From an optimization exercise on the open Yosys and OpenROAD flow, aimed at a short achievable clock period and few clock cycles; shortcuts taken in it are not production practice.
In this exercise RTL edits were held to simulation tests only and were not proved equivalent to the original.
Power is estimated from default activity; no workload was simulated.

**flow/design.v**
```verilog
`default_nettype none
package mips_pkg;
	typedef logic [31:0] word_t;
	typedef logic [4:0]  reg_addr_t;
	typedef logic [5:0]  opcode_t;
	typedef logic [5:0]  funct_t;
	typedef logic [4:0]  shamt_t;
	typedef enum logic [3:0] {
		ALU_ADD,
		ALU_SUB,
		ALU_AND,
		ALU_OR,
		ALU_XOR,
		ALU_SLT,
		ALU_SLTU,
		ALU_SLL,
		ALU_SRL,
		ALU_LUI
	} alu_op_t;
	typedef struct packed {
		logic sub;     
		logic sum;
		logic and_;
		logic or_;
		logic xor_;
		logic slt;
		logic sltu;
		logic sll;
		logic srl;
		logic pass;    
	} alu_sel_t;
	typedef enum logic [2:0] {
		PC_SEQ,
		PC_BEQ,
		PC_BNE,
		PC_JUMP,
		PC_REG    
	} next_pc_t;
	typedef struct packed {
		alu_op_t  alu_op;
		next_pc_t next_pc;
		logic     reg_write;
		logic     reg_dst_rd;    
		logic     alu_src_imm;
		logic     mem_read;
		logic     mem_write;
		logic     mem_to_reg;
	} ctrl_t;
	localparam opcode_t OP_SPECIAL = 6'h00;
	localparam opcode_t OP_J       = 6'h02;
	localparam opcode_t OP_BEQ     = 6'h04;
	localparam opcode_t OP_BNE     = 6'h05;
	localparam opcode_t OP_ADDIU   = 6'h09;
	localparam opcode_t OP_SLTI    = 6'h0a;
	localparam opcode_t OP_ANDI    = 6'h0c;
	localparam opcode_t OP_ORI     = 6'h0d;
	localparam opcode_t OP_XORI    = 6'h0e;
	localparam opcode_t OP_LUI     = 6'h0f;
	localparam opcode_t OP_LW      = 6'h23;
	localparam opcode_t OP_SW      = 6'h2b;
	localparam funct_t FN_SLL  = 6'h00;
	localparam funct_t FN_SRL  = 6'h02;
	localparam funct_t FN_JR   = 6'h08;
	localparam funct_t FN_ADDU = 6'h21;
	localparam funct_t FN_SUBU = 6'h23;
	localparam funct_t FN_AND  = 6'h24;
	localparam funct_t FN_OR   = 6'h25;
	localparam funct_t FN_XOR  = 6'h26;
	localparam funct_t FN_SLT  = 6'h2a;
	localparam funct_t FN_SLTU = 6'h2b;
	localparam word_t HALT_ADDRESS = 32'h0000_0000;
endpackage
`default_nettype wire
`timescale 1ns/1ps
`default_nettype none
module mips_decoder (
	input  mips_pkg::word_t     instruction,
	output mips_pkg::alu_sel_t  alu_sel,
	output mips_pkg::reg_addr_t rs,
	output mips_pkg::reg_addr_t rt,
	output mips_pkg::reg_addr_t wa,          
	output logic                use_imm,     
	output mips_pkg::word_t     imm,         
	output logic                uses_rs,
	output logic                uses_rt,
	output logic                is_load,
	output logic                is_store,
	output logic                is_beq,
	output logic                is_bne,
	output logic                is_j,
	output logic                is_jr
);
	mips_pkg::opcode_t   opcode;
	mips_pkg::funct_t    funct;
	mips_pkg::reg_addr_t rd;
	mips_pkg::alu_op_t   alu_op;
	logic                we;
	logic                dst_rd;
	logic                zext;
	logic                lui;
	assign opcode = instruction[31:26];
	assign rs     = instruction[25:21];
	assign rt     = instruction[20:16];
	assign rd     = instruction[15:11];
	assign funct  = instruction[5:0];
	assign alu_sel.sub  = alu_op == mips_pkg::ALU_SUB || alu_op == mips_pkg::ALU_SLT ||
	                      alu_op == mips_pkg::ALU_SLTU;
	assign alu_sel.sum  = alu_op == mips_pkg::ALU_ADD || alu_op == mips_pkg::ALU_SUB;
	assign alu_sel.and_ = alu_op == mips_pkg::ALU_AND;
	assign alu_sel.or_  = alu_op == mips_pkg::ALU_OR;
	assign alu_sel.xor_ = alu_op == mips_pkg::ALU_XOR;
	assign alu_sel.slt  = alu_op == mips_pkg::ALU_SLT;
	assign alu_sel.sltu = alu_op == mips_pkg::ALU_SLTU;
	assign alu_sel.sll  = alu_op == mips_pkg::ALU_SLL;
	assign alu_sel.srl  = alu_op == mips_pkg::ALU_SRL;
	assign alu_sel.pass = alu_op == mips_pkg::ALU_LUI;
	assign imm = lui  ? {instruction[15:0], 16'h0000} :
	             zext ? {16'h0000, instruction[15:0]} :
	                    {{16{instruction[15]}}, instruction[15:0]};
	assign wa  = !we ? 5'd0 : dst_rd ? rd : rt;
	always_comb begin
		alu_op   = mips_pkg::ALU_ADD;
		we       = 1'b0;
		dst_rd   = 1'b0;
		use_imm  = 1'b0;
		zext     = 1'b0;
		lui      = 1'b0;
		uses_rs  = 1'b0;
		uses_rt  = 1'b0;
		is_load  = 1'b0;
		is_store = 1'b0;
		is_beq   = 1'b0;
		is_bne   = 1'b0;
		is_j     = 1'b0;
		is_jr    = 1'b0;
		case (opcode)
			mips_pkg::OP_SPECIAL: begin
				dst_rd  = 1'b1;
				we      = 1'b1;
				uses_rs = 1'b1;
				uses_rt = 1'b1;
				case (funct)
					mips_pkg::FN_ADDU: alu_op = mips_pkg::ALU_ADD;
					mips_pkg::FN_SUBU: alu_op = mips_pkg::ALU_SUB;
					mips_pkg::FN_AND:  alu_op = mips_pkg::ALU_AND;
					mips_pkg::FN_OR:   alu_op = mips_pkg::ALU_OR;
					mips_pkg::FN_XOR:  alu_op = mips_pkg::ALU_XOR;
					mips_pkg::FN_SLT:  alu_op = mips_pkg::ALU_SLT;
					mips_pkg::FN_SLTU: alu_op = mips_pkg::ALU_SLTU;
					mips_pkg::FN_SLL: begin
						alu_op  = mips_pkg::ALU_SLL;
						uses_rs = 1'b0;
					end
					mips_pkg::FN_SRL: begin
						alu_op  = mips_pkg::ALU_SRL;
						uses_rs = 1'b0;
					end
					mips_pkg::FN_JR: begin
						we      = 1'b0;
						uses_rt = 1'b0;
						is_jr   = 1'b1;
					end
					default: begin
						we      = 1'b0;
						uses_rs = 1'b0;
						uses_rt = 1'b0;
					end
				endcase
			end
			mips_pkg::OP_ADDIU, mips_pkg::OP_SLTI, mips_pkg::OP_LUI,
			mips_pkg::OP_ANDI, mips_pkg::OP_ORI, mips_pkg::OP_XORI: begin
				we      = 1'b1;
				use_imm = 1'b1;
				uses_rs = 1'b1;
				case (opcode)
					mips_pkg::OP_SLTI: alu_op = mips_pkg::ALU_SLT;
					mips_pkg::OP_LUI: begin
						alu_op  = mips_pkg::ALU_LUI;
						lui     = 1'b1;
						uses_rs = 1'b0;
					end
					mips_pkg::OP_ANDI: alu_op = mips_pkg::ALU_AND;
					mips_pkg::OP_ORI:  alu_op = mips_pkg::ALU_OR;
					mips_pkg::OP_XORI: alu_op = mips_pkg::ALU_XOR;
					default:           alu_op = mips_pkg::ALU_ADD;
				endcase
				zext = (opcode == mips_pkg::OP_ANDI) || (opcode == mips_pkg::OP_ORI) ||
				       (opcode == mips_pkg::OP_XORI);
			end
			mips_pkg::OP_LW: begin
				we      = 1'b1;
				use_imm = 1'b1;
				uses_rs = 1'b1;
				is_load = 1'b1;
			end
			mips_pkg::OP_SW: begin
				use_imm  = 1'b1;
				uses_rs  = 1'b1;
				uses_rt  = 1'b1;
				is_store = 1'b1;
			end
			mips_pkg::OP_BEQ: begin
				uses_rs = 1'b1;
				uses_rt = 1'b1;
				is_beq  = 1'b1;
			end
			mips_pkg::OP_BNE: begin
				uses_rs = 1'b1;
				uses_rt = 1'b1;
				is_bne  = 1'b1;
			end
			mips_pkg::OP_J: is_j = 1'b1;
			default: ;
		endcase
		if (!we || (dst_rd ? rd : rt) == 5'd0) begin
			we = 1'b0;
		end
	end
endmodule
`default_nettype wire
`timescale 1ns/1ps
`default_nettype none
module mips_adder (
	input  mips_pkg::word_t a,
	input  mips_pkg::word_t b,
	input  logic            cin,
	output mips_pkg::word_t sum,
	output logic            cout
);
	mips_pkg::word_t g [6];
	mips_pkg::word_t p [6];
	assign p[0] = a ^ b;
	assign g[0] = {(a[31:1] & b[31:1]), (a[0] & b[0]) | (p[0][0] & cin)};
	for (genvar l = 1; l < 6; l++) begin : g_level
		localparam int D = 1 << (l - 1);
		for (genvar i = 0; i < 32; i++) begin : g_bit
			if (i >= D) begin : g_merge
				assign g[l][i] = g[l-1][i] | (p[l-1][i] & g[l-1][i-D]);
				assign p[l][i] = p[l-1][i] & p[l-1][i-D];
			end else begin : g_pass
				assign g[l][i] = g[l-1][i];
				assign p[l][i] = p[l-1][i];
			end
		end
	end
	assign sum  = p[0] ^ {g[5][30:0], cin};
	assign cout = g[5][31];
endmodule
module mips_alu (
	input  mips_pkg::word_t   a,
	input  mips_pkg::word_t   b,
	input  mips_pkg::shamt_t  shamt,
	input  mips_pkg::alu_sel_t sel,
	output mips_pkg::word_t   result
);
	mips_pkg::word_t bb;
	mips_pkg::word_t sum;
	logic            cout;
	logic            signed_lt;
	logic            unsigned_lt;
	assign bb = sel.sub ? ~b : b;
	mips_adder u_adder (
		.a    (a),
		.b    (bb),
		.cin  (sel.sub),
		.sum  (sum),
		.cout (cout)
	);
	assign signed_lt   = (a[31] ^ b[31]) ? a[31] : sum[31];
	assign unsigned_lt = !cout;
	assign result = ({32{sel.sum}}  & sum) |
	                ({32{sel.and_}} & (a & b)) |
	                ({32{sel.or_}}  & (a | b)) |
	                ({32{sel.xor_}} & (a ^ b)) |
	                ({32{sel.sll}}  & (b << shamt)) |
	                ({32{sel.srl}}  & (b >> shamt)) |
	                ({32{sel.pass}} & b) |
	                {31'd0, (sel.slt & signed_lt) | (sel.sltu & unsigned_lt)};
endmodule
`default_nettype wire
`timescale 1ns/1ps
`default_nettype none
module mips_register_file (
	input  logic                clk,
	input  logic                write_enable,    
	input  logic [31:1]         read_sel_a,
	input  logic [31:1]         read_sel_b,
	input  mips_pkg::reg_addr_t write_addr,      
	input  mips_pkg::word_t     write_data,
	output mips_pkg::word_t     read_data_a,
	output mips_pkg::word_t     read_data_b,
	output mips_pkg::word_t     register_v0
);
	mips_pkg::word_t regs [1:31];
	always_ff @(posedge clk) begin
		if (write_enable && (write_addr != 5'd0)) begin
			regs[write_addr] <= write_data;
		end
	end
	always_comb begin
		read_data_a = '0;
		read_data_b = '0;
		for (int i = 1; i < 32; i++) begin
			read_data_a = read_data_a | ({32{read_sel_a[i]}} & regs[i]);
			read_data_b = read_data_b | ({32{read_sel_b[i]}} & regs[i]);
		end
	end
	assign register_v0 = regs[2];
endmodule
`default_nettype wire
`timescale 1ns/1ps
`default_nettype none
module mips_pc #(
	parameter mips_pkg::word_t RESET_VECTOR = 32'hBFC0_0000
) (
	input  logic            clk,
	input  logic            reset,
	input  logic            advance,         
	input  logic            redirect,        
	input  mips_pkg::word_t redirect_pc,
	input  logic            hold,            
	input  logic            is_j,
	input  logic            predict_taken,
	input  logic [25:0]     jump_index,
	input  logic [15:0]     offset,
	output mips_pkg::word_t pc,
	output mips_pkg::word_t pc_plus4,
	output mips_pkg::word_t branch_target
);
	mips_pkg::word_t pc_seq;         
	mips_pkg::word_t pc_branch;      
	mips_pkg::word_t pc_redirect;    
	logic            take_branch;
	logic            take_redirect;
	mips_pkg::word_t jump_target;
	assign pc = take_redirect ? pc_redirect :
	            take_branch   ? pc_branch   : pc_seq;
	assign pc_plus4 = take_redirect ? pc_redirect + 32'd4 :
	                  take_branch   ? pc_branch + 32'd4   : pc_seq + 32'd4;
	mips_adder u_branch_adder (
		.a    (pc_plus4),
		.b    ({{14{offset[15]}}, offset, 2'b00}),
		.cin  (1'b0),
		.sum  (branch_target),
		.cout ()
	);
	assign jump_target   = {pc_plus4[31:28], jump_index, 2'b00};
	always_ff @(posedge clk) begin
		if (reset) begin
			pc_seq        <= RESET_VECTOR;
			take_branch   <= 1'b0;
			take_redirect <= 1'b0;
		end else if (advance) begin
			if (hold)      pc_seq <= pc;
			else if (is_j) pc_seq <= jump_target;
			else           pc_seq <= pc_plus4;
			take_branch   <= predict_taken && !hold;
			take_redirect <= redirect;
		end
	end
	always_ff @(posedge clk) begin
		if (advance) begin
			pc_branch   <= branch_target;
			pc_redirect <= redirect_pc;
		end
	end
endmodule
`default_nettype wire
`timescale 1ns/1ps
`default_nettype none
module mips_cpu_harvard #(
	parameter mips_pkg::word_t RESET_VECTOR = 32'hBFC0_0000
) (
	input  logic        clk,
	input  logic        reset,
	output logic        active,
	output logic [31:0] register_v0,
	input  logic        clk_enable,
	output logic [31:0] instr_address,
	input  logic [31:0] instr_readdata,
	output logic [31:0] data_address,
	output logic        data_write,
	output logic        data_read,
	output logic [31:0] data_writedata,
	input  logic [31:0] data_readdata
);
	logic advance;
	mips_pkg::opcode_t   f_op;
	logic                f_beq;
	logic                f_bne;
	logic                f_j;
	logic                f_pred;
	mips_pkg::word_t     f_pc4;
	mips_pkg::word_t     f_btarget;
	logic                d_valid;
	mips_pkg::word_t     d_ir;
	mips_pkg::word_t     d_pc4;
	mips_pkg::word_t     d_btarget;
	logic                d_pred;
	logic [31:1]         d_rs_sel;    
	logic [31:1]         d_rt_sel;
	mips_pkg::alu_sel_t  d_alu_sel;
	mips_pkg::reg_addr_t d_rs;
	mips_pkg::reg_addr_t d_rt;
	mips_pkg::reg_addr_t d_wa;
	logic                d_use_imm;
	mips_pkg::word_t     d_imm;
	logic                d_uses_rs;
	logic                d_uses_rt;
	logic                d_ld;
	logic                d_st;
	logic                d_beq;
	logic                d_bne;
	logic                d_j;
	logic                d_jr;
	mips_pkg::word_t     d_jtarget;
	mips_pkg::word_t     d_ra;
	mips_pkg::word_t     d_rb;
	logic                d_fwd_a;
	logic                d_fwd_b;
	logic                d_byp_a;
	logic                d_byp_b;
	mips_pkg::word_t     d_a;
	mips_pkg::word_t     d_b;
	logic                d_stall;
	logic                d_enter;
	logic                d_eq;
	logic                d_taken;
	logic                d_redirect;
	mips_pkg::word_t     d_redirect_pc;
	logic                d_halt;
	mips_pkg::alu_sel_t  e_alu_sel;
	mips_pkg::word_t     e_a;
	mips_pkg::word_t     e_b;        
	mips_pkg::word_t     e_opb;      
	mips_pkg::shamt_t    e_shamt;
	mips_pkg::reg_addr_t e_wa;       
	logic                e_ld;
	logic                e_st;
	logic                e_halt;
	mips_pkg::word_t     x_result;
	mips_pkg::word_t     m_result;
	mips_pkg::word_t     m_sd;
	mips_pkg::reg_addr_t m_wa;
	logic                m_rd;
	logic                m_wr;
	mips_pkg::word_t     m_wdata;
	assign advance = clk_enable && active;
	assign f_op   = instr_readdata[31:26];
	assign f_beq  = f_op == mips_pkg::OP_BEQ;
	assign f_bne  = f_op == mips_pkg::OP_BNE;
	assign f_j    = f_op == mips_pkg::OP_J;
	assign f_pred = ((f_beq || f_bne) && instr_readdata[15]) ||
	                (f_beq && instr_readdata[25:21] == instr_readdata[20:16]) ||
	                (f_bne && instr_readdata[25:21] != instr_readdata[20:16]);
	mips_pc #(
		.RESET_VECTOR (RESET_VECTOR)
	) u_pc (
		.clk           (clk),
		.reset         (reset),
		.advance       (advance),
		.redirect      (d_redirect),
		.redirect_pc   (d_redirect_pc),
		.hold          (d_stall),
		.is_j          (f_j),
		.predict_taken (f_pred),
		.jump_index    (instr_readdata[25:0]),
		.offset        (instr_readdata[15:0]),
		.pc            (instr_address),
		.pc_plus4      (f_pc4),
		.branch_target (f_btarget)
	);
	always_ff @(posedge clk) begin
		if (reset) begin
			d_valid <= 1'b0;
		end else if (advance && !d_stall) begin
			d_valid <= !d_redirect;
		end
	end
	always_ff @(posedge clk) begin
		if (advance && !d_stall) begin
			d_ir      <= instr_readdata;
			d_pc4     <= f_pc4;
			d_btarget <= f_btarget;
			d_pred    <= f_pred;
			for (int i = 1; i < 32; i++) begin
				d_rs_sel[i] <= instr_readdata[25:21] == 5'(i);
				d_rt_sel[i] <= instr_readdata[20:16] == 5'(i);
			end
		end
	end
	mips_decoder u_decoder (
		.instruction (d_ir),
		.alu_sel     (d_alu_sel),
		.rs          (d_rs),
		.rt          (d_rt),
		.wa          (d_wa),
		.use_imm     (d_use_imm),
		.imm         (d_imm),
		.uses_rs     (d_uses_rs),
		.uses_rt     (d_uses_rt),
		.is_load     (d_ld),
		.is_store    (d_st),
		.is_beq      (d_beq),
		.is_bne      (d_bne),
		.is_j        (d_j),
		.is_jr       (d_jr)
	);
	assign m_wdata = m_rd ? data_readdata : m_result;
	mips_register_file u_register_file (
		.clk          (clk),
		.write_enable (advance),    
		.read_sel_a   (d_rs_sel),
		.read_sel_b   (d_rt_sel),
		.write_addr   (m_wa),
		.write_data   (m_wdata),
		.read_data_a  (d_ra),
		.read_data_b  (d_rb),
		.register_v0  (register_v0)
	);
	assign d_fwd_a = !e_ld && e_wa != 5'd0 && e_wa == d_rs;
	assign d_fwd_b = !e_ld && e_wa != 5'd0 && e_wa == d_rt;
	assign d_byp_a = m_wa != 5'd0 && m_wa == d_rs;
	assign d_byp_b = m_wa != 5'd0 && m_wa == d_rt;
	assign d_a = ({32{d_fwd_a}} & x_result) |
	             ({32{!d_fwd_a && d_byp_a}} & m_wdata) |
	             ({32{!d_fwd_a && !d_byp_a}} & d_ra);
	assign d_b = ({32{d_fwd_b}} & x_result) |
	             ({32{!d_fwd_b && d_byp_b}} & m_wdata) |
	             ({32{!d_fwd_b && !d_byp_b}} & d_rb);
	assign d_stall = d_valid && e_ld && e_wa != 5'd0 &&
	                 ((d_uses_rs && e_wa == d_rs) || (d_uses_rt && e_wa == d_rt));
	assign d_enter = d_valid && !d_stall;
	assign d_eq      = d_a == d_b;
	assign d_taken   = (d_beq && d_eq) || (d_bne && !d_eq);
	assign d_jtarget = {d_pc4[31:28], d_ir[25:0], 2'b00};
	assign d_redirect    = d_enter && (d_jr || ((d_beq || d_bne) && d_taken != d_pred));
	assign d_redirect_pc = d_jr ? d_a : d_pred ? d_pc4 : d_btarget;
	assign d_halt = (d_jr && d_a == '0) || (d_taken && d_btarget == '0) ||
	                (d_j && d_jtarget == '0);
	always_ff @(posedge clk) begin
		if (reset) begin
			e_wa   <= 5'd0;
			e_ld   <= 1'b0;
			e_st   <= 1'b0;
			e_halt <= 1'b0;
		end else if (advance) begin
			e_wa   <= d_enter ? d_wa : 5'd0;
			e_ld   <= d_enter && d_ld;
			e_st   <= d_enter && d_st;
			e_halt <= d_enter && d_halt;
		end
	end
	always_ff @(posedge clk) begin
		if (advance) begin
			e_alu_sel <= d_alu_sel;
			e_a       <= d_a;
			e_b       <= d_b;
			e_opb     <= d_use_imm ? d_imm : d_b;
			e_shamt   <= d_ir[10:6];
		end
	end
	mips_alu u_alu (
		.a      (e_a),
		.b      (e_opb),
		.shamt  (e_shamt),
		.sel    (e_alu_sel),
		.result (x_result)
	);
	always_ff @(posedge clk) begin
		if (reset) begin
			active <= 1'b1;
		end else if (advance && e_halt) begin
			active <= 1'b0;    
		end
	end
	always_ff @(posedge clk) begin
		if (reset) begin
			m_wa <= 5'd0;
			m_rd <= 1'b0;
			m_wr <= 1'b0;
		end else if (advance) begin
			m_wa <= e_wa;
			m_rd <= e_ld;
			m_wr <= e_st;
		end
	end
	always_ff @(posedge clk) begin
		if (advance) begin
			m_result <= x_result;
			m_sd     <= e_b;
		end
	end
	assign data_address   = m_result;    
	assign data_writedata = m_sd;
	assign data_read      = m_rd && !reset;
	assign data_write     = m_wr && !reset;
endmodule
`default_nettype wire
```
**flow/flow/run.sh**
```bash
#!/bin/bash
set -uo pipefail
bash standard.sh SETUP_SLACK_MARGIN=6.3 finish > standard.log 2>&1
```
**flow/standard.sh**
```bash
#!/bin/bash
# synth_recipe.tcl (not shown) runs the flow's synth.tcl, then flattens the netlist and writes it again
# the make line also repeats each setting of config.mk as NAME=value (left out here)
make -C /OpenROAD-flow-scripts/flow DESIGN_CONFIG=/design/flow/config.mk WORK_HOME=/design/flow/orfs CLKGATE_MAP_FILE= SYNTH_SCRIPT=/design/flow/synth_recipe.tcl "${@:-finish}"
```
**flow/config.mk**
```make
export PLATFORM = sky130hd
export DESIGN_NAME = mips_cpu_harvard
export DESIGN_NICKNAME = mips_cpu_harvard
export VERILOG_FILES = /design/flow/design.v
export SDC_FILE = /design/flow/constraint.sdc
export NUM_CORES = 4
export LEC_CHECK = 0
export ABC_CLOCK_PERIOD_IN_PS = 4000
export CAP_MARGIN = 20
export CORE_MARGIN = 2
export CORE_UTILIZATION = 40
export PLACE_DENSITY = 0.6
export SETUP_SLACK_MARGIN = 5
export SLEW_MARGIN = 20
```
**flow/constraint.sdc**
```tcl
create_clock -name core_clock -period 11.0 [get_ports {clk}]
set_input_delay 2.2000 -clock core_clock [delete_from_list [all_inputs] [get_ports {clk}]]
set_output_delay 2.2000 -clock core_clock [all_outputs]
set_load 0.01 [all_outputs]
```
==> run summary, run 1 <==
row cnt 154; Die ar. 180000 µm²; Clock Latency Late Sink 0.84 ns; vias in the first global route 56800; Synth Register Bits 1439; Clock Sinks 1439; fin crit period 5.35 ns; Worst R2R Setup Slack 5.72 ns; crit path kind in -> reg; Final GP Congestion 1.04; Worst path max stage delay 0.44 ns; Power per Cell Area 154 nW/µm²; Reg2Reg Depth 25; post-route ant nets 0; Max Clock Skew 0.0429 ns; Worst Hold End m_sd[31]; Detail Placement HPWL 195000 µm; Worst Path Required 11.68 ns; most used cell, CP a21oi_2; YS warnings 7; Die H 424 µm; largest net degree at the start of global routing 159; leading area contributor after synthesis edfxtp_1; Hold Path Depth 0; Max VDD drop 0.137 mV; clk slew on worst S/H paths 0.07 ns; Layout Nets 6012; Mapped Area 70600 µm²; Seq/Total Area, Yosys 60.5%; clock buffer depth 3; largest cells by area after synthesis edfxtp_1 59%, a22oi_1 4.9%, a221oi_1 3.1%; worst-margin pin slew 1.15 ns; RSZ-0062 raised after global routing yes; Finish-stage setup viols 0; I/O pin cnt 198; wire length per cell 40.9 µm; Syn Inst Count 5538; Remaining DRCs 0; 1st-iter DRT viols 13400; Hold Fails Final Rpt 0; fin crit share 48.7%; Slowest-stage cell, CP or4_4; Data arrival, critical path 6.03 ns; Main synth FF type edfxtp_1; layout cells sized above 1 17.1%; input/output buffers 197; initial antenna violation count 12; CTS tree yes; share of flip-flops with an asynchronous set or reset after synthesis 0%; htree depth 4; placed cell count 7849; Die W 424 µm; first-pass GRT wire length 457000 µm; crit path cell chain buf_8 -> ha_4 -> fa_2 -> a21o_1 -> a21oi_2 -> o21bai_1 -> a21oi_2 -> o21bai_1 -> a21oi_2 -> nor2_1 -> o21a_1 -> o41ai_4 -> o21ai_2 -> or4_4 -> a31oi_4 -> o21bai_4 -> a2111o_1 -> a211o_1 -> nand3_2; Pre-Repair DR Iteration Count 11; most frequent cells in the layout 1388 x edfxtp_1, 464 x a22oi_1, 333 x nand2_1; hold_buf cts 0; final cell count without fillers 8288; FF-to-FF Start u_pc.take_branch; Slew Viols, Final 0; Leak 27.7 nW; Via Count 60800; max-cap check violation count 0; crit path launch type input pin; Util after Layout 47.8%; post-route cell area 83900 µm²; status finished clean; GRT Total Usage 36.3%; Core Box Area 176000 µm²; synthesized area per cell 12.7 µm²; hold_sp e_b[31]; area grow syn2layout 18.9%; post-synth top area share 59.0%; Worst Setup End Kind flop; worst-path fanout max 3; Filler cells 15400; most common cell after layout, fill and taps aside edfxtp_1; GRT overflow 0; final WL 339000 µm; setup TNS 0 ns; initial core utilization 40.2%; Hold/Removal Path Class reg -> reg; worst r2r dst d_btarget[30]; total CTS buffers 154; Max Fclk 0.187 GHz; Post-DP Area 75500 µm²; relative slew slack 22.6%; Vias/cell 7.34; Yosys cell types 112; Post-synth EDFFs 1388; root buf cell clkbuf_16
metal layers:
metal	vias up	GRT usage [%]	share of wire (%)	wire length, µm
li1	23000	-	-	-
met2	6485	49.6	40	135000
met1	29800	47.7	35	118000
met4	11	22.3	7.9	26900
met5	-	0.238	0.030	103
met3	1519	14.8	18	59500
Yosys cell counts, drive strengths merged (11+ instances only):
| cell type | n |
|---|---|
| a211o | 19 |
| a211oi | 39 |
| a21o | 28 |
| a21oi | 181 |
| a221o | 13 |
| a221oi | 248 |
| a222oi | 64 |
| a22o | 241 |
| a22oi | 465 |
| a31oi | 25 |
| and2 | 19 |
| and3 | 26 |
| buf | 117 |
| clkbuf | 299 |
| dfxtp | 51 |
| edfxtp | 1388 |
| ha | 125 |
| inv | 140 |
| mux2 | 57 |
| mux2i | 114 |
| mux4 | 54 |
| nand2 | 340 |
| nand2b | 28 |
| nand3 | 95 |
| nand3b | 13 |
| nand4 | 173 |
| nor2 | 345 |
| nor2b | 28 |
| nor3 | 109 |
| nor4 | 37 |
| o211ai | 70 |
| o21ai | 200 |
| o21bai | 14 |
| o221ai | 16 |
| o22ai | 27 |
| or2 | 11 |
| or3 | 12 |
| xnor2 | 82 |
| xor2 | 82 |
worst max-delay path: cells and delay by family:
kind | cells | cell delay [ns]
buffers and inverters | 1 | 0.10
AO/OA/AOI/OAI | 13 | 2.62
AND/OR/NAND/NOR | 3 | 0.57
adder cells (fa/ha/maj) | 2 | 0.53
metrics by stage:
stage	hold WS [ns]	setup WS, ns	total power, mW
after floorplan	0.400	5.17	6.93
after global placement	0.402	4.16	7.43
after detailed placement	0.405	4.18	7.44
after CTS	0.420	5.68	12.8
after global routing	0.427	5.55	13.2
final	0.420	5.65	12.9
flip-flops by register name (all words and copies together), names as in the netlist, 10 cells and up:
signal,cells
d_btarget,30
d_ir,32
d_pc4,32
d_rs_sel,31
d_rt_sel,31
e_a,32
e_alu_sel,10
e_b,32
e_opb,32
m_result,32
m_sd,32
u_pc.pc_branch,32
u_pc.pc_redirect,32
u_pc.pc_seq,32
u_register_file.regs,992
cells by family after synthesis:
logic type | after synthesis | share of synthesized area, %
AOI/OAI and AO/OA | 1749 | 18.7
DFF | 1439 | 60.5
adders and majority gates | 127 | 2.27
and+or+nand+nor | 1275 | 8.75
buffers and inverters | 559 | 3.46
muxes | 225 | 4.35
xor gates and xnor gates | 164 | 2.03
layout make-up:
type / instances / area, µm² / area share, %
antenna: 9 / 22.5 / 0.0268
clock buffer: 190 / 4070 / 4.85
clock inverter: 87 / 1050 / 1.25
inverter: 142 / 559 / 0.666
multi-input combinational: 3540 / 27500 / 32.7
sequential: 1439 / 42700 / 50.9
tap: 2340 / 2930 / 3.49
timing repair buffer: 541 / 5120 / 6.10
power breakdown:
part	switching (mW)	internal, mW
Sequential	0.0815	6.11
Combinational	0.913	0.438
Clock	2.29	3.09
worst max-delay path by stage:
stage	from	to	slack (ns)	cells past startpoint
3_5_place_dp	instr_readdata[0]	u_pc.pc_branch[30]	4.18	19
4_1_cts	instr_readdata[0]	d_btarget[30]	5.68	19
6_report	instr_readdata[0]	d_btarget[30]	5.65	19
3_3_place_gp	instr_readdata[0]	d_btarget[30]	4.16	19
2_1_floorplan	instr_readdata[0]	d_btarget[30]	5.17	18
5_1_grt	instr_readdata[0]	u_pc.pc_branch[30]	5.55	19
what timing repair did:
item,4_1_cts,5_1_grt
buffers inserted,105,36
gates resized for setup,292,156
pin swaps,78,76
gates cloned,8,2
endpoints found under the setup margin,674,287
Testbench counts, summed over its fixed seeds: cycles 37,145.
==> inputs of run 2 (changes only) <==
--- a/flow/design.v
+++ b/flow/design.v
@@ -222,16 +222,19 @@
 `default_nettype none
-module mips_adder (
-	input  mips_pkg::word_t a,
-	input  mips_pkg::word_t b,
-	input  logic            cin,
-	output mips_pkg::word_t sum,
-	output logic            cout
+module mips_adder #(
+	parameter int W = 32
+) (
+	input  logic [W-1:0] a,
+	input  logic [W-1:0] b,
+	input  logic         cin,
+	output logic [W-1:0] sum,
+	output logic         cout
 );
-	mips_pkg::word_t g [6];
-	mips_pkg::word_t p [6];
+	localparam int L = (W > 16) ? 5 : (W > 8) ? 4 : (W > 4) ? 3 : 2;    
+	logic [W-1:0] g [L+1];
+	logic [W-1:0] p [L+1];
 	assign p[0] = a ^ b;
-	assign g[0] = {(a[31:1] & b[31:1]), (a[0] & b[0]) | (p[0][0] & cin)};
-	for (genvar l = 1; l < 6; l++) begin : g_level
+	assign g[0] = {(a[W-1:1] & b[W-1:1]), (a[0] & b[0]) | (p[0][0] & cin)};
+	for (genvar l = 1; l <= L; l++) begin : g_level
 		localparam int D = 1 << (l - 1);
-		for (genvar i = 0; i < 32; i++) begin : g_bit
+		for (genvar i = 0; i < W; i++) begin : g_bit
 			if (i >= D) begin : g_merge
@@ -245,4 +248,4 @@
 	end
-	assign sum  = p[0] ^ {g[5][30:0], cin};
-	assign cout = g[5][31];
+	assign sum  = p[0] ^ {g[L][W-2:0], cin};
+	assign cout = g[L][W-1];
 endmodule
@@ -251,2 +254,3 @@
 	input  mips_pkg::word_t   b,
+	input  mips_pkg::word_t   b_add,    
 	input  mips_pkg::shamt_t  shamt,
@@ -255,3 +259,2 @@
 );
-	mips_pkg::word_t bb;
 	mips_pkg::word_t sum;
@@ -260,6 +263,5 @@
 	logic            unsigned_lt;
-	assign bb = sel.sub ? ~b : b;
 	mips_adder u_adder (
 		.a    (a),
-		.b    (bb),
+		.b    (b_add),
 		.cin  (sel.sub),
@@ -394,2 +396,4 @@
 	mips_pkg::word_t     f_btarget;
+	logic                d_loaded;
+	logic                d_kill;
 	logic                d_valid;
@@ -430,3 +434,2 @@
 	mips_pkg::word_t     d_redirect_pc;
-	logic                d_halt;
 	mips_pkg::alu_sel_t  e_alu_sel;
@@ -435,2 +438,4 @@
 	mips_pkg::word_t     e_opb;      
+	mips_pkg::word_t     e_opb_add;  
+	mips_pkg::word_t     d_opb;
 	mips_pkg::shamt_t    e_shamt;
@@ -439,3 +444,7 @@
 	logic                e_st;
-	logic                e_halt;
+	logic                e_br0;      
+	logic                e_taken;
+	logic                e_j0;       
+	logic                e_jr;
+	logic                x_halt;
 	mips_pkg::word_t     x_result;
@@ -474,7 +483,13 @@
 		if (reset) begin
-			d_valid <= 1'b0;
+			d_loaded <= 1'b0;
 		end else if (advance && !d_stall) begin
-			d_valid <= !d_redirect;
+			d_loaded <= 1'b1;
+		end
+	end
+	always_ff @(posedge clk) begin
+		if (advance) begin
+			d_kill <= d_redirect;
 		end
 	end
+	assign d_valid = d_loaded && !d_kill;
 	always_ff @(posedge clk) begin
@@ -530,2 +545,3 @@
 	             ({32{!d_fwd_b && !d_byp_b}} & d_rb);
+	assign d_opb = d_use_imm ? d_imm : d_b;
 	assign d_stall = d_valid && e_ld && e_wa != 5'd0 &&
@@ -538,4 +554,2 @@
 	assign d_redirect_pc = d_jr ? d_a : d_pred ? d_pc4 : d_btarget;
-	assign d_halt = (d_jr && d_a == '0) || (d_taken && d_btarget == '0) ||
-	                (d_j && d_jtarget == '0);
 	always_ff @(posedge clk) begin
@@ -545,3 +559,5 @@
 			e_st   <= 1'b0;
-			e_halt <= 1'b0;
+			e_br0  <= 1'b0;
+			e_j0   <= 1'b0;
+			e_jr   <= 1'b0;
 		end else if (advance) begin
@@ -550,3 +566,5 @@
 			e_st   <= d_enter && d_st;
-			e_halt <= d_enter && d_halt;
+			e_br0  <= d_enter && (d_beq || d_bne) && d_btarget == '0;
+			e_j0   <= d_enter && d_j && d_jtarget == '0;
+			e_jr   <= d_enter && d_jr;
 		end
@@ -558,4 +576,6 @@
 			e_b       <= d_b;
-			e_opb     <= d_use_imm ? d_imm : d_b;
+			e_opb     <= d_opb;
+			e_opb_add <= d_alu_sel.sub ? ~d_opb : d_opb;
 			e_shamt   <= d_ir[10:6];
+			e_taken   <= d_taken;
 		end
@@ -565,2 +585,3 @@
 		.b      (e_opb),
+		.b_add  (e_opb_add),
 		.shamt  (e_shamt),
@@ -569,2 +590,3 @@
 	);
+	assign x_halt = (e_br0 && e_taken) || e_j0 || (e_jr && e_a == '0);
 	always_ff @(posedge clk) begin
@@ -572,3 +594,3 @@
 			active <= 1'b1;
-		end else if (advance && e_halt) begin
+		end else if (advance && x_halt) begin
 			active <= 1'b0;    
==> run summary, run 2 <==
Hold Fails Final Rpt 0 (unchanged); Power per Cell Area 151 nW/µm² (-2.2%); crit path kind in -> reg; final WL 369000 µm (+9.0%); leading area contributor after synthesis edfxtp_1; root buf cell clkbuf_16; worst-margin pin slew 1.19 ns (+0.0409 ns); vias in the first global route 58200 (+2.6%); layout cells sized above 1 19.0% (+1.9 points); Pre-Repair DR Iteration Count 9 (-2); Post-DP Area 77200 µm² (+2.3%); Remaining DRCs 0 (unchanged); max-cap check violation count 0 (unchanged); I/O pin cnt 198 (unchanged); cell family with most CP delay compound AO/OA/AOI/OAI gates; initial core utilization 40.4% (+0.17 points); Max Clock Skew 0.0518 ns (+0.00889 ns); area grow syn2layout 20.8%; most common cell after layout, fill and taps aside edfxtp_1; row cnt 155 (+0.65%); hold slack final 0.420 ns (+0.000415 ns); Finish-stage setup viols 0 (unchanged); Clock Sinks 1475 (+2.5%); Slew Viols, Final 0 (unchanged); Filler cells 15800 (+2.1%); Largest register FFs 992 (unchanged); Biggest register u_register_file.regs; WP buf/inv 1 (unchanged); Die ar. 184000 µm² (+2.2%); Slowest-stage cell, CP or4b_1; worst-path fanout max 3 (unchanged); Layout Nets 6225 (+3.5%); count leader, synth edfxtp_1; Max VDD drop 0.180 mV (+31%); Detail Placement HPWL 209000 µm (+7.2%); Main synth FF type edfxtp_1; Worst Setup End Kind flop; total CTS buffers 156 (+1.3%); 1st-iter DRT viols 14400 (+7.0%); input/output buffers 197 (unchanged); Hold/Removal Path Class reg -> reg; Yosys cell types 104 (-7.1%); most frequent cells in the layout 1422 x edfxtp_1, 499 x a22oi_1, 335 x buf_4; GRT overflow 0 (unchanged); Final GP Congestion 1.01 (-3.0%); largest net degree at the start of global routing 86 (-46%); Core Box Area 179000 µm² (+1.8%); wire length per cell 43.3 µm (+5.9%); Max Fclk 0.184 GHz (-1.3%); setup TNS 0 ns (unchanged); Via Count 63400 (+4.2%); most used cell, CP a21oi_2; commonest cells in the netlist 1422 x edfxtp_1, 500 x a22oi_1, 356 x nor2_1; CTS tree yes; synthesized area per cell 12.8 µm² (about the same); hold_buf cts 0 (unchanged); Die H 429 µm (+1.1%); Post-synth EDFFs 1422 (+2.4%); YS warnings 7 (unchanged); fin crit share 49.3% (+0.62 points); initial antenna violation count 18 (+6); Data arrival, critical path 6.06 ns (+0.03 ns); crit path launch type input pin; Synth Register Bits 1475 (+2.5%); Leak 28.7 nW (+3.8%); first-pass GRT wire length 486000 µm (+6.5%); Mapped Area 72200 µm² (+2.2%); Seq/Total Area, Yosys 60.7% (+0.17 points); post-synth top area share 59.2% (+0.15 points); status finished clean; Worst Path Required 11.64 ns (-0.04 ns); final worst setup slack 5.58 ns (-0.0687 ns); GRT Total Usage 38.1% (+1.8 points); relative slew slack 20.5% (-2.1 points); Die W 429 µm (+1.1%); largest cells by area after synthesis edfxtp_1 59%, a22oi_1 5.2%, a221oi_1 2.8%; post-place setup slack 4.07 ns (-0.109 ns); post-route ant nets 0 (unchanged); post-route cell area 87100 µm² (+3.8%); clock buffer depth 3 (unchanged); Worst path max stage delay 0.47 ns (+0.03 ns); Syn Inst Count 5655 (+2.1%); crit path cell chain buf_8 -> ha_4 -> fa_2 -> a21o_1 -> a21oi_2 -> o21bai_1 -> a21oi_2 -> nor2b_1 -> o21a_1 -> o31a_1 -> o41a_1 -> a31oi_4 -> a21oi_4 -> a41o_1 -> o41ai_4 -> or4b_1 -> o211ai_1; Clock Latency Late Sink 0.85 ns (about the same); Vias/cell 7.43 (+1.2%); clk slew on worst S/H paths 0.06 ns (about the same); RSZ-0062 raised after global routing yes; Power, Total 13.1 mW (+1.6%); fin crit period 5.42 ns (+0.0687 ns); htree depth 4 (unchanged); share of flip-flops with an asynchronous set or reset after synthesis 0% (unchanged)
## run 2: cell count changes after synthesis, moves of 15 or more
| cell | change |
|---|---|
| a21oi_1 | +38 |
| a221oi_1 | -18 |
| a22oi_1 | +35 |
| edfxtp_1 | +34 |
| mux2_2 | +18 |
| mux2i_1 | +46 |
| nand2_1 | -44 |
| nand3_1 | +17 |
| nand4_1 | +24 |
| o21ai_0 | -50 |
| xor2_1 | +15 |
## run 2: metrics by stage
| step | instances | utilization [%] |
|---|---|---|
| global route | 8511 | 48.7 |
| detailed placement | 7985 | 43.2 |
| floorplan | 5655 | - |
| finish | 8530 | 48.7 |
| global placement | 7985 | 43.2 |
| CTS | 8374 | 47.5 |
## run 2: path summary, 6_finish.rpt
check / slack (ns) / from / cells after the start / end
worst max-delay path: 5.58 / instr_readdata[0] / 17 / d_btarget[30]
worst min-delay path: 0.42 / e_b[18] / 0 / m_sd[18]
worst max register to register: 5.62 / u_pc.take_redirect / 20 / d_btarget[30]
worst min register to register: 0.42 / e_b[18] / 0 / m_sd[18]
## run 2: report_power, final
group          internal (mW)  total [mW]  switching, mW
registers               6.25        6.34         0.0828
logic                  0.436        1.36          0.925
clock network           3.04        5.43           2.39
total                   9.73        13.1           3.39
## run 2: final cells by class
class | instances | area, µm² | share of cell area (%)
antenna | 22 | 55.1 | 0.0632
clock buffer | 187 | 4100 | 4.71
clock inverter | 94 | 1070 | 1.23
inverter | 152 | 601 | 0.689
multi-input combinational | 3627 | 28600 | 32.8
sequential | 1475 | 43800 | 50.2
tap | 2355 | 2950 | 3.38
timing repair buffer | 617 | 5980 | 6.86
timing repair inverter | 1 | 5.00 | 0.00574
## run 2: metal layers
layer	up-vias	global-route usage [%]	routed length [µm]
met2	6708	52.7	146000
met1	31000	48.7	127000
met5	-	0.0260	294
met3	1876	14.9	60000
li1	23700	-	-
met4	16	27.0	36700
## run 2: cell families (layout without fill, tap and decap cells)
kind of cell             after synthesis  in the layout  share of synthesized area (%)
AO/OA/AOI/OAI                       1742           1742                           18.2
XOR/XNOR                             179            179                           2.17
adder cells (fa/ha/maj)              128            128                           2.25
buffers and inverters                569           1051                           3.25
flip-flops                          1475           1475                           60.7
multiplexers                         278            291                           4.79
other                                  0             22                              0
AND/OR/NAND/NOR                     1284           1287                           8.70
## run 2: timing repair
| action | in CTS | in global routing |
|---|---|---|
| gates resized for setup | 347 | 239 |
| pin swaps | 51 | 87 |
| gates cloned | 15 | 14 |
| endpoints found under the setup margin | 601 | 212 |
| buffers inserted | 93 | 120 |
| hold endpoints to repair | 0 | 0 |
## run 2: worst register-to-register path: cells and delay by family, from the launching register on
kind / cells / cell delay, ns
AO/OA/AOI/OAI: 13 / 3.05
adder cells (fa/ha/maj): 2 / 0.57
AND/OR/NAND/NOR: 2 / 0.55
flip-flops: 1 / 0.41
buffers and inverters: 2 / 0.33
XOR/XNOR: 1 / 0.29
Testbench counts of run 2, summed over its fixed seeds: cycles 37,145.
==> inputs of run 3 (changes only) <==
--- a/flow/design.v
+++ b/flow/design.v
@@ -251,32 +251,2 @@
 endmodule
-module mips_alu (
-	input  mips_pkg::word_t   a,
-	input  mips_pkg::word_t   b,
-	input  mips_pkg::word_t   b_add,    
-	input  mips_pkg::shamt_t  shamt,
-	input  mips_pkg::alu_sel_t sel,
-	output mips_pkg::word_t   result
-);
-	mips_pkg::word_t sum;
-	logic            cout;
-	logic            signed_lt;
-	logic            unsigned_lt;
-	mips_adder u_adder (
-		.a    (a),
-		.b    (b_add),
-		.cin  (sel.sub),
-		.sum  (sum),
-		.cout (cout)
-	);
-	assign signed_lt   = (a[31] ^ b[31]) ? a[31] : sum[31];
-	assign unsigned_lt = !cout;
-	assign result = ({32{sel.sum}}  & sum) |
-	                ({32{sel.and_}} & (a & b)) |
-	                ({32{sel.or_}}  & (a | b)) |
-	                ({32{sel.xor_}} & (a ^ b)) |
-	                ({32{sel.sll}}  & (b << shamt)) |
-	                ({32{sel.srl}}  & (b >> shamt)) |
-	                ({32{sel.pass}} & b) |
-	                {31'd0, (sel.slt & signed_lt) | (sel.sltu & unsigned_lt)};
-endmodule
 `default_nettype wire
@@ -287,8 +257,5 @@
 	input  logic                write_enable,    
-	input  logic [31:1]         read_sel_a,
-	input  logic [31:1]         read_sel_b,
 	input  mips_pkg::reg_addr_t write_addr,      
 	input  mips_pkg::word_t     write_data,
-	output mips_pkg::word_t     read_data_a,
-	output mips_pkg::word_t     read_data_b,
+	output logic [31:1][31:0]   registers,
 	output mips_pkg::word_t     register_v0
@@ -301,9 +268,4 @@
 	end
-	always_comb begin
-		read_data_a = '0;
-		read_data_b = '0;
-		for (int i = 1; i < 32; i++) begin
-			read_data_a = read_data_a | ({32{read_sel_a[i]}} & regs[i]);
-			read_data_b = read_data_b | ({32{read_sel_b[i]}} & regs[i]);
-		end
+	for (genvar i = 1; i < 32; i++) begin : g_out
+		assign registers[i] = regs[i];
 	end
@@ -420,2 +382,3 @@
 	mips_pkg::word_t     d_jtarget;
+	logic [31:1][31:0]   d_regs;
 	mips_pkg::word_t     d_ra;
@@ -450,2 +413,7 @@
 	mips_pkg::word_t     x_result;
+	mips_pkg::word_t     x_g [6];
+	mips_pkg::word_t     x_p [6];
+	mips_pkg::word_t     x_sum;
+	logic                x_signed_lt;
+	logic                x_unsigned_lt;
 	mips_pkg::word_t     m_result;
@@ -527,10 +495,15 @@
 		.write_enable (advance),    
-		.read_sel_a   (d_rs_sel),
-		.read_sel_b   (d_rt_sel),
 		.write_addr   (m_wa),
 		.write_data   (m_wdata),
-		.read_data_a  (d_ra),
-		.read_data_b  (d_rb),
+		.registers    (d_regs),
 		.register_v0  (register_v0)
 	);
+	always_comb begin
+		d_ra = '0;
+		d_rb = '0;
+		for (int i = 1; i < 32; i++) begin
+			d_ra = d_ra | ({32{d_rs_sel[i]}} & d_regs[i]);
+			d_rb = d_rb | ({32{d_rt_sel[i]}} & d_regs[i]);
+		end
+	end
 	assign d_fwd_a = !e_ld && e_wa != 5'd0 && e_wa == d_rs;
@@ -582,10 +555,27 @@
 	end
-	mips_alu u_alu (
-		.a      (e_a),
-		.b      (e_opb),
-		.b_add  (e_opb_add),
-		.shamt  (e_shamt),
-		.sel    (e_alu_sel),
-		.result (x_result)
-	);
+	assign x_p[0] = e_a ^ e_opb_add;
+	assign x_g[0] = {(e_a[31:1] & e_opb_add[31:1]), (e_a[0] & e_opb_add[0]) | (x_p[0][0] & e_alu_sel.sub)};
+	for (genvar l = 1; l < 6; l++) begin : g_level
+		localparam int D = 1 << (l - 1);
+		for (genvar i = 0; i < 32; i++) begin : g_bit
+			if (i >= D) begin : g_merge
+				assign x_g[l][i] = x_g[l-1][i] | (x_p[l-1][i] & x_g[l-1][i-D]);
+				assign x_p[l][i] = x_p[l-1][i] & x_p[l-1][i-D];
+			end else begin : g_pass
+				assign x_g[l][i] = x_g[l-1][i];
+				assign x_p[l][i] = x_p[l-1][i];
+			end
+		end
+	end
+	assign x_sum = x_p[0] ^ {x_g[5][30:0], e_alu_sel.sub};
+	assign x_signed_lt   = (e_a[31] ^ e_opb[31]) ? e_a[31] : x_sum[31];
+	assign x_unsigned_lt = !x_g[5][31];
+	assign x_result = ({32{e_alu_sel.sum}}  & x_sum) |
+	                  ({32{e_alu_sel.and_}} & (e_a & e_opb)) |
+	                  ({32{e_alu_sel.or_}}  & (e_a | e_opb)) |
+	                  ({32{e_alu_sel.xor_}} & (e_a ^ e_opb)) |
+	                  ({32{e_alu_sel.sll}}  & (e_opb << e_shamt)) |
+	                  ({32{e_alu_sel.srl}}  & (e_opb >> e_shamt)) |
+	                  ({32{e_alu_sel.pass}} & e_opb) |
+	                  {31'd0, (e_alu_sel.slt & x_signed_lt) | (e_alu_sel.sltu & x_unsigned_lt)};
 	assign x_halt = (e_br0 && e_taken) || e_j0 || (e_jr && e_a == '0);
--- a/flow/config.mk
+++ b/flow/config.mk
@@ -7,3 +7,2 @@
 export LEC_CHECK = 0
-export ABC_CLOCK_PERIOD_IN_PS = 4000
 export CAP_MARGIN = 20
@@ -14 +13,2 @@
 export SLEW_MARGIN = 20
+export SYNTH_HIERARCHICAL = 1
==> run summary, run 3 <==
GRT overflow 0 (unchanged); Via Count 63800 (+0.65%); CTS tree yes; post-route ant nets 0 (unchanged); Layout Nets 6220 (-0.080%); Remaining DRCs 0 (unchanged); first-pass GRT wire length 499000 µm (+2.5%); final WL 373000 µm (+0.89%); Pre-Repair DR Iteration Count 12 (+3); Die ar. 188000 µm² (+2.2%); Worst Path Required 11.74 ns (+0.10 ns); fin crit period 5.05 ns (-0.370 ns); most frequent cells in the layout 1424 x edfxtp_1, 367 x a22oi_1, 348 x nand2_1; row cnt 157 (+1.3%); most common cell after layout, fill and taps aside edfxtp_1; placed cell count 8188 (+2.5%); Largest register FFs 992 (unchanged); worst-path fanout max 25 (+22); YS warnings 15 (+8); Clock Latency Late Sink 0.88 ns (+0.03 ns); initial core utilization 40.3% (-0.069 points); Syn Inst Count 5797 (+2.5%); 1st-iter DRT viols 13200 (-8.0%); clock buffer depth 3 (unchanged); Max Clock Skew 0.0534 ns (+0.00157 ns); CP startpoint d_rs_sel[6]; Clock Sinks 1477 (+0.14%); total CTS buffers 156 (unchanged); worst r2r dst u_pc.take_redirect; max-cap check violation count 0 (unchanged); Die W 433 µm (+1.1%); Leak 28.5 nW (-0.89%); relative slew slack 16.5% (-4.0 points); synthesized area per cell 12.7 µm² (-0.29%); Mapped Area 73700 µm² (+2.2%); Finish-stage setup viols 0 (unchanged); Power per Cell Area 151 nW/µm² (+0.13%); Hold/Removal Path Class reg -> reg; Slew Viols, Final 0 (unchanged); sequential share of power 48.5% (+0.2 points); worst-margin pin slew 1.24 ns (+0.0467 ns); area grow syn2layout 17.6%; Worst path max stage delay 0.80 ns (+0.33 ns); root buf cell clkbuf_16; Reg2Reg Depth 16 (-20%); Data arrival, critical path 5.79 ns (-0.27 ns); post-route cell area 86700 µm² (-0.46%); crit path launch type flop; Worst R2R Setup Slack 5.95 ns (+0.33 ns); Core Box Area 183000 µm² (+2.4%); setup TNS 0 ns (unchanged); fin crit share 45.9% (-3.4 points); crit path kind reg -> reg; Detail Placement HPWL 219000 µm (+4.9%); power share of the combinational group 10.1% (-0.3 points); Post-DP Area 78500 µm² (+1.6%); largest net degree at the start of global routing 128 (+49%); wire length per cell 43.2 µm (-0.23%); crit path cell chain buf_4 -> a221oi_1 -> nand3_1 -> nor3_1 -> nand2_1 -> o211ai_1 -> o221ai_2 -> xor2_1 -> a221oi_1 -> nand4_1 -> nor4_4 -> buf_4 -> nor3_2 -> o41a_1 -> mux2i_1 -> nor2_1; Internal Power 9.71 mW (-0.17%); Sw Ratio 25.7% (-0.12 points); RSZ-0062 raised after global routing yes; final cell count without fillers 8626 (+1.1%); Die H 433 µm (+1.1%); crit path capture u_pc.take_redirect; initial antenna violation count 22 (+4); Clock Power Share 41.4% (about the same); Hold Fails Final Rpt 0 (unchanged); Max Fclk 0.198 GHz (+7.3%); GRT Total Usage 38.7% (+0.52 points); vias in the first global route 59500 (+2.2%); clk slew on worst S/H paths 0.06 ns (about the same); htree depth 4 (unchanged); Biggest register u_register_file.regs; Vias/cell 7.39 (-0.47%); post-place setup slack 4.53 ns (+0.459 ns); Sw Pwr 3.37 mW (-0.79%); final worst setup slack 5.95 ns (+0.370 ns); Slowest-stage cell, CP edfxtp_1; input/output buffers 197 (unchanged); Worst Setup End Kind flop; Final GP Congestion 1.01 (about the same); Util after Layout 47.4% (-1.4 points); layout cells sized above 1 15.9% (-3.1 points); status finished clean; Max VDD drop 0.119 mV (-34%); I/O pin cnt 198 (unchanged); FF-to-FF Start d_rs_sel[6]
==> run 3: cell types whose count changed in the layout (fill, tap and decap cells not counted), moves of 68 or more <==
cell,change
buf_4,-68
a22o_1,+69
a22oi_1,-132
a221oi_1,+72
o21ai_0,+71
nor2_1,-102
==> run 3: cell type report <==
class	instances	area [µm²]
Fill cell	16300	96400
Antenna cell	11	27.5
Tap cell	2464	3080
Sequential cell	1477	43800
Clock inverter	92	1030
Clock buffer	195	4120
Multi-Input combinational cell	3726	29000
Timing Repair Buffer	519	5100
Inverter	142	554
==> run 3: critical path, delay by kind of cell (launching register included) <==
kind	cells	cell delay (ns)
DFF	1	0.80
AOI/OAI and AO/OA	5	1.63
buffers and inverters	2	0.74
xor gates and xnor gates	1	0.20
muxes	1	0.14
and+or+nand+nor	7	1.38
==> run 3: routing by layer <==
metal	vias up	track usage (%)	part of all wire [%]
li1	24000	-	-
met1	31500	49.9	35
met2	6534	54.0	40
met3	1684	14.3	16
met4	22	25.5	8.7
met5	-	0.755	0.086
==> run 3: what timing repair did <==
item	in CTS	in global routing
hold endpoints to repair	0	0
gates resized for setup	319	55
hold buffers	0	0
buffers inserted	110	10
pin swaps	55	18
endpoints found under the setup margin	171	193
gates cloned	19	1
==> run 3: worst min path at each step <==
stage               cells after the start  startpoint        to  slack, ns
floorplan                               0      e_b[0]   m_sd[0]       0.40
global placement                        0     e_b[19]  m_sd[19]       0.41
detailed placement                      0     e_b[19]  m_sd[19]       0.41
CTS                                     0     e_b[21]  m_sd[21]       0.40
global route                            0     e_b[21]  m_sd[21]       0.40
finish                                  0     e_b[21]  m_sd[21]       0.40
==> run 3: power by group through the flow <==
stage / logic [mW] / clock network, mW / registers (mW)
global placement: 1.13 / 0 / 6.46
detailed placement: 1.13 / 0 / 6.46
global route: 1.33 / 5.62 / 6.34
floorplan: 0.653 / 0 / 6.41
CTS: 1.23 / 5.41 / 6.34
finish: 1.33 / 5.41 / 6.34
==> run 3: per-stage QoR <==
| stage | hold WS [ns] | total power [mW] |
|---|---|---|
| after floorplan | 0.400 | 7.07 |
| after global placement | 0.406 | 7.59 |
| after detailed placement | 0.408 | 7.59 |
| after CTS | 0.401 | 13.0 |
| after global routing | 0.405 | 13.3 |
| final | 0.400 | 13.1 |
Testbench counts of run 3, summed over its fixed seeds: cycles 37,145.
==> inputs of run 4 (changes only) <==
--- a/flow/design.v
+++ b/flow/design.v
@@ -291,3 +291,4 @@
 	output mips_pkg::word_t pc_plus4,
-	output mips_pkg::word_t branch_target
+	output mips_pkg::word_t branch_target,
+	output logic            redirected       
 );
@@ -299,2 +300,3 @@
 	mips_pkg::word_t jump_target;
+	assign redirected = take_redirect;
 	assign pc = take_redirect ? pc_redirect :
@@ -358,4 +360,4 @@
 	mips_pkg::word_t     f_btarget;
+	logic                f_redirected;    
 	logic                d_loaded;
-	logic                d_kill;
 	logic                d_valid;
@@ -381,3 +383,2 @@
 	logic                d_jr;
-	mips_pkg::word_t     d_jtarget;
 	logic [31:1][31:0]   d_regs;
@@ -407,5 +408,2 @@
 	logic                e_st;
-	logic                e_br0;      
-	logic                e_taken;
-	logic                e_j0;       
 	logic                e_jr;
@@ -447,3 +445,4 @@
 		.pc_plus4      (f_pc4),
-		.branch_target (f_btarget)
+		.branch_target (f_btarget),
+		.redirected    (f_redirected)
 	);
@@ -456,8 +455,3 @@
 	end
-	always_ff @(posedge clk) begin
-		if (advance) begin
-			d_kill <= d_redirect;
-		end
-	end
-	assign d_valid = d_loaded && !d_kill;
+	assign d_valid = d_loaded && !f_redirected;
 	always_ff @(posedge clk) begin
@@ -524,3 +518,2 @@
 	assign d_taken   = (d_beq && d_eq) || (d_bne && !d_eq);
-	assign d_jtarget = {d_pc4[31:28], d_ir[25:0], 2'b00};
 	assign d_redirect    = d_enter && (d_jr || ((d_beq || d_bne) && d_taken != d_pred));
@@ -532,4 +525,2 @@
 			e_st   <= 1'b0;
-			e_br0  <= 1'b0;
-			e_j0   <= 1'b0;
 			e_jr   <= 1'b0;
@@ -539,4 +530,2 @@
 			e_st   <= d_enter && d_st;
-			e_br0  <= d_enter && (d_beq || d_bne) && d_btarget == '0;
-			e_j0   <= d_enter && d_j && d_jtarget == '0;
 			e_jr   <= d_enter && d_jr;
@@ -552,3 +541,2 @@
 			e_shamt   <= d_ir[10:6];
-			e_taken   <= d_taken;
 		end
@@ -580,3 +568,3 @@
 	                  {31'd0, (e_alu_sel.slt & x_signed_lt) | (e_alu_sel.sltu & x_unsigned_lt)};
-	assign x_halt = (e_br0 && e_taken) || e_j0 || (e_jr && e_a == '0);
+	assign x_halt = (d_valid && d_pc4 == 32'd4) || (e_jr && e_a == '0);
 	always_ff @(posedge clk) begin
==> run summary, run 4 <==
Clock Sinks 1473 (-0.27%); Pre-Repair DR Iteration Count 9 (-3); Final GP Congestion 1.00 (-0.73%); 1st-iter DRT viols 13200 (+0.091%); Die H 432 µm (-0.31%); most common cell after layout, fill and taps aside edfxtp_1; fin crit period 4.90 ns (-0.151 ns); Worst Path Required 8.80 ns (-2.94 ns); FF-to-FF Start d_rt_sel[23]; final cell count without fillers 8463 (-1.9%); Hold Path Depth 0 (unchanged); Die W 432 µm (-0.31%); Worst Setup End Kind output port; Max Fclk 0.204 GHz (+3.1%); Hold/Removal Path Class reg -> reg; Max Clock Skew 0.0722 ns (+0.0188 ns); Vias/cell 7.39 (about the same); Via Count 62500 (-1.9%); RSZ-0062 raised after global routing yes; Clock Latency Late Sink 0.86 ns (-0.02 ns); CP startpoint reset; post-route ant nets 0 (unchanged); Core Box Area 182000 µm² (-0.32%); placed cell count 8028 (-2.0%); synthesized area per cell 12.8 µm² (+0.89%); crit path launch type input pin; Power per Cell Area 152 nW/µm² (+0.73%); Hold Fails Final Rpt 0 (unchanged); crit path kind in -> out; Biggest register u_register_file.regs; hold_sp e_b[30]; Syn Inst Count 5710 (-1.5%); vias in the first global route 57800 (-2.9%); Reg2Reg Depth 19 (+3); most used cell, CP buf_12; wire length per cell 42.1 µm (-2.6%); I/O pin cnt 198 (unchanged); initial antenna violation count 16 (-27%); Die ar. 187000 µm² (-0.62%); Leak 28.3 nW (-0.63%); Data arrival, critical path 2.70 ns (-3.09 ns); worst-path fanout max 4 (-84%); hold slack final 0.372 ns (-0.0283 ns); row cnt 157 (unchanged); area grow syn2layout 17.5%; Mapped Area 73300 µm² (-0.62%); total CTS buffers 161 (+3.2%); input/output buffers 197 (unchanged); initial core utilization 40.2% (-0.12 points); Max VDD drop 0.175 mV (+47%); worst-margin pin slew 1.21 ns (-0.0265 ns); Worst path max stage delay 0.14 ns (-0.66 ns); relative slew slack 19.1% (+2.6 points); layout cells sized above 1 16.6% (+0.63 points); fin crit share 44.5% (-1.4 points); Remaining DRCs 0 (unchanged); first-pass GRT wire length 474000 µm (-4.9%); GRT Total Usage 36.6% (-2.1 points); GRT overflow 0 (unchanged); clock buffer depth 3 (unchanged); root buf cell clkbuf_16; Filler cells 15900 (-2.0%); status finished clean; final WL 356000 µm (-4.4%); most frequent cells in the layout 1422 x edfxtp_1, 413 x a22oi_1, 332 x nand2_1; Layout Nets 6148 (-1.2%); Finish-stage setup viols 0 (unchanged); max-cap check violation count 0 (unchanged); Detail Placement HPWL 205000 µm (-6.3%); setup TNS 0 ns (unchanged); CTS tree yes; Largest register FFs 992 (unchanged); Slowest-stage cell, CP buf_2; Slew Viols, Final 0 (unchanged); clk slew on worst S/H paths 0.06 ns (about the same); largest net degree at the start of global routing 82 (-36%); crit path cell chain buf_12 -> buf_12 -> nor2b_1 -> buf_2; YS warnings 15 (unchanged); htree depth 4 (unchanged)
[run 4: area by class of cell]
type	count	area, µm²	area share (%)
flip-flops and latches	1473	43700	50.8
clock inverters	93	1030	1.19
clock buffers	193	4210	4.89
diodes	5	12.5	0.0145
repair buffers	523	4920	5.71
multi-input cells	3642	28600	33.2
inverters	149	579	0.673
well taps	2385	2980	3.47
[run 4: final timing paths]
path,to,slack (ns)
worst max-delay path,data_read,6.10
worst min-delay path,m_sd[30],0.37
worst max register to register,u_pc.take_redirect,6.13
worst min register to register,m_sd[30],0.37
[run 4: repair_timing]
item	in CTS	in global routing
endpoints found under the setup margin	382	291
buffers inserted	46	82
gates cloned	9	7
hold buffers	0	0
pin swaps	23	65
resized for setup	137	254
[run 4: power by group]
group | switching [mW] | internal, mW | total, mW
combinational | 0.882 | 0.411 | 1.29
clock | 2.41 | 3.06 | 5.47
sequential | 0.0777 | 6.24 | 6.32
total | 3.37 | 9.71 | 13.1
[run 4: worst max-delay path, delay by kind of cell]
family / cells / cell delay [ns]
simple gates: 1 / 0.11
buf+inv: 3 / 0.37
[run 4: per-layer routing]
metal	global-route usage [%]	vias up	wire length [µm]
met4	21.0	12	29600
met2	51.2	6573	143000
met3	14.9	1661	61300
met5	0	-	146
li1	-	23700	-
met1	47.7	30600	123000
[run 4: metrics by stage]
| step | utilization (%) | instance area, µm² | worst slack (ns) | total power, mW |
|---|---|---|---|---|
| global route | 47.2 | 86100 | 6.00 | 13.3 |
| finish | 47.2 | 86100 | 6.10 | 13.1 |
| global placement | 42.7 | 78000 | 4.57 | 7.54 |
| floorplan | - | 73600 | 5.82 | 7.04 |
| detailed placement | 42.7 | 78000 | 4.47 | 7.54 |
| CTS | 46.1 | 84200 | 5.93 | 12.9 |
Testbench counts of run 4, summed over its fixed seeds: cycles 37,145.
==> inputs of run 5 (changes only) <==
--- a/flow/design.v
+++ b/flow/design.v
@@ -315,5 +315,5 @@
 		if (reset) begin
-			pc_seq        <= RESET_VECTOR;
-			take_branch   <= 1'b0;
-			take_redirect <= 1'b0;
+			pc_seq      <= RESET_VECTOR;
+			pc_redirect <= RESET_VECTOR;
+			take_branch <= 1'b0;
 		end else if (advance) begin
@@ -322,3 +322,8 @@
 			else           pc_seq <= pc_plus4;
-			take_branch   <= predict_taken && !hold;
+			pc_redirect <= redirect_pc;
+			take_branch <= predict_taken && !hold;
+		end
+	end
+	always_ff @(posedge clk) begin
+		if (advance) begin
 			take_redirect <= redirect;
@@ -328,4 +333,3 @@
 		if (advance) begin
-			pc_branch   <= branch_target;
-			pc_redirect <= redirect_pc;
+			pc_branch <= branch_target;
 		end
==> run summary, run 5 <==
synthesized area per cell 12.7 µm² (-0.92%); area occupied by multi-input gates 29500 µm² (+3.0%); wire length per cell 41.9 µm (-0.52%); Largest register FFs 992 (unchanged); hold_buf cts 0 (unchanged); Via Count 63300 (+1.2%); Finish-stage setup viols 0 (unchanged); row cnt 157 (unchanged); status finished clean; Die W 433 µm (+0.20%); register area 43400 µm² (-0.72%); Slowest-stage cell, CP edfxtp_1; crit path launch type flop; worst r2r dst u_pc.take_redirect; Worst Path Required 11.55 ns (+2.75 ns); fin crit share 45.4% (+0.90 points); Clock Sinks 1473 (unchanged); Data arrival, critical path 5.55 ns (+2.85 ns); Final GP Congestion 0.989 (-1.3%); most frequent cells in the layout 1391 x edfxtp_1, 414 x a22oi_1, 325 x nand2_1; Detail Placement HPWL 207000 µm (+0.74%); Power per Cell Area 152 nW/µm² (+0.28%); I/O pin cnt 198 (unchanged); first-pass GRT wire length 484000 µm (+2.0%); Power, Total 13.3 mW (+1.4%); Filler cells 16000 (+0.61%); Util after Layout 47.6% (+0.42 points); YS warnings 15 (unchanged); GRT Total Usage 37.4% (+0.78 points); Vias/cell 7.32 (-0.97%); Syn Inst Count 5787 (+1.3%); Die ar. 187000 µm² (+0.41%); most common cell after layout, fill and taps aside edfxtp_1; initial core utilization 40.2% (+0.079 points); crit path kind reg -> reg; vias in the first global route 58600 (+1.4%); Worst path max stage delay 0.74 ns (+0.60 ns); worst-margin pin slew 1.24 ns (+0.0264 ns); crit path capture u_pc.take_redirect; CP Depth 16 (+12); final worst setup slack 6.00 ns (-0.0990 ns); CP startpoint d_rs_sel[10]; Hold/Removal Path Class reg -> reg; Die H 433 µm (+0.20%); Mapped Area 73600 µm² (+0.41%); Worst R2R Setup Slack 6.00 ns (-0.13 ns); root buf cell clkbuf_16; clock buffer depth 3 (unchanged); setup TNS 0 ns (unchanged); WP buf/inv 2 (-1); FF-to-FF Start d_rs_sel[10]; CTS tree yes; RSZ-0062 raised after global routing yes; Worst Setup End Kind flop; post-route ant nets 0 (unchanged); crit path cell chain buf_6 -> a22oi_1 -> nand4_1 -> nor3_1 -> nand3_1 -> a211oi_1 -> nor4b_4 -> nand4_1 -> a2111oi_4 -> nand4_1 -> nor4_2 -> nand4_1 -> nor4_4 -> buf_4 -> a21oi_1 -> nand3b_1; max-cap check violation count 0 (unchanged); Core Box Area 183000 µm² (+0.22%); Hold Fails Final Rpt 0 (unchanged); initial antenna violation count 21 (+5); clk slew on worst S/H paths 0.06 ns (about the same); 1st-iter DRT viols 13900 (+5.4%); area grow syn2layout 18.3%; worst-path fanout max 29 (+25); final WL 362000 µm (+1.6%); Layout Nets 6237 (+1.4%); most used cell, CP nand4_1; input/output buffers 197 (unchanged); Leak 28.9 nW (+2.2%); layout cells sized above 1 17.1% (+0.56 points); htree depth 4 (unchanged); largest net degree at the start of global routing 152 (+85%); Max Fclk 0.200 GHz (-2.0%); Max Clock Skew 0.0580 ns (-0.0141 ns); GRT overflow 0 (unchanged); Slew Viols, Final 0 (unchanged); Biggest register u_register_file.regs; fin crit period 5.00 ns (+0.0990 ns); Clock Latency Late Sink 0.84 ns (-0.02 ns); total CTS buffers 162 (+0.62%); Reg2Reg Depth 16 (-3); Remaining DRCs 0 (unchanged); Pre-Repair DR Iteration Count 10 (+1); post-place setup slack 4.59 ns (+0.123 ns); Max VDD drop 0.130 mV (-26%); relative slew slack 15.0% (-4.1 points); cell family with most CP delay simple AND/OR/NAND/NOR gates
## run 5: metrics by stage
step / instances / hold slack, ns / area (µm²)
floorplan: 5790 / 0.400 / 73900
global placement: 8182 / 0.403 / 78400
detailed placement: 8183 / 0.405 / 78400
CTS: 8571 / 0.418 / 85800
global route: 8632 / 0.419 / 87000
finish: 8645 / 0.417 / 87000
## run 5: worst min-delay path by stage
| stage | startpoint | to | cells after the start |
|---|---|---|---|
| 4_1_cts | e_b[2] | m_sd[2] | 0 |
| 5_1_grt | e_b[20] | m_sd[20] | 0 |
| 3_5_place_dp | e_b[29] | m_sd[29] | 0 |
| 2_1_floorplan | e_b[0] | m_sd[0] | 0 |
| 3_3_place_gp | e_b[23] | m_sd[23] | 0 |
| 6_report | e_b[2] | m_sd[2] | 0 |
## run 5: layout make-up
cell class	instances	area share (%)
antenna	14	0.0402
clock buffer	193	4.84
clock inverter	99	1.33
inverter	152	0.681
multi-input combinational	3711	33.9
sequential	1473	49.9
tap	2464	3.54
timing repair buffer	539	5.81
## run 5: report_power, final
| group | switching (mW) | internal (mW) |
|---|---|---|
| combinational | 0.930 | 0.444 |
| clock | 2.43 | 3.14 |
| sequential | 0.0891 | 6.23 |
| total | 3.45 | 9.82 |
## run 5: layer usage
| metal | track usage, % | up-vias | routed length [µm] |
|---|---|---|---|
| met1 | 48.2 | 30900 | 123000 |
| met5 | 0.0260 | - | 148 |
| met2 | 51.4 | 6677 | 143000 |
| met3 | 15.2 | 1727 | 62400 |
| met4 | 24.5 | 16 | 32700 |
| li1 | - | 24000 | - |
## run 5: what timing repair did
item                                    CTS  global route
buffers inserted                         78            56
gates cloned                             18             4
endpoints found under the setup margin  207           196
pin swaps                                33            40
gates resized for setup                 305           151
Testbench counts of run 5, summed over its fixed seeds: cycles 37,145.

## afterwards: timing with drivers on the ports
No port has a modelled driver above. Below, the same layouts with a new extraction and two added sets of constraints.
Step 1: set_driving_cell puts a clkbuf_16 on clk and a buf_2 on each other input, an assumption about the parent block.
Step 2 times the ports against the registers' clock, not the clock port: input delays grow and output delays shrink by t, the midpoint of the rising clock arrivals with the driver on.
Three values: ideal ports, drivers, drivers and shift; two values: the first two.
run | t, ns | setup WS [ns] | worst setup path at the end | slew at the worst register clock pin (ns) | pins driven straight from the clock port
run 1 | 0.887 | 5.648 / 5.668 / 4.781 | input to register | 0.07 / 0.07 | 1
run 2 | 0.901 | 5.579 / 5.614 / 4.714 | input to register | 0.07 / 0.07 | 1
run 3 | 0.926 | 5.950 / 5.950 / 5.239 | input to register | 0.07 / 0.07 | 1
run 4 | 0.916 | 6.101 / 6.053 / 5.362 | input to register | 0.07 / 0.07 | 1
run 5 | 0.919 | 6.002 / 6.002 / 5.289 | input to register | 0.07 / 0.07 | 1
After both steps every run listed still meets setup and hold. The setup slack of run 1, which loses most, moves by +0.020 ns with the drivers and by -0.867 ns with both steps.
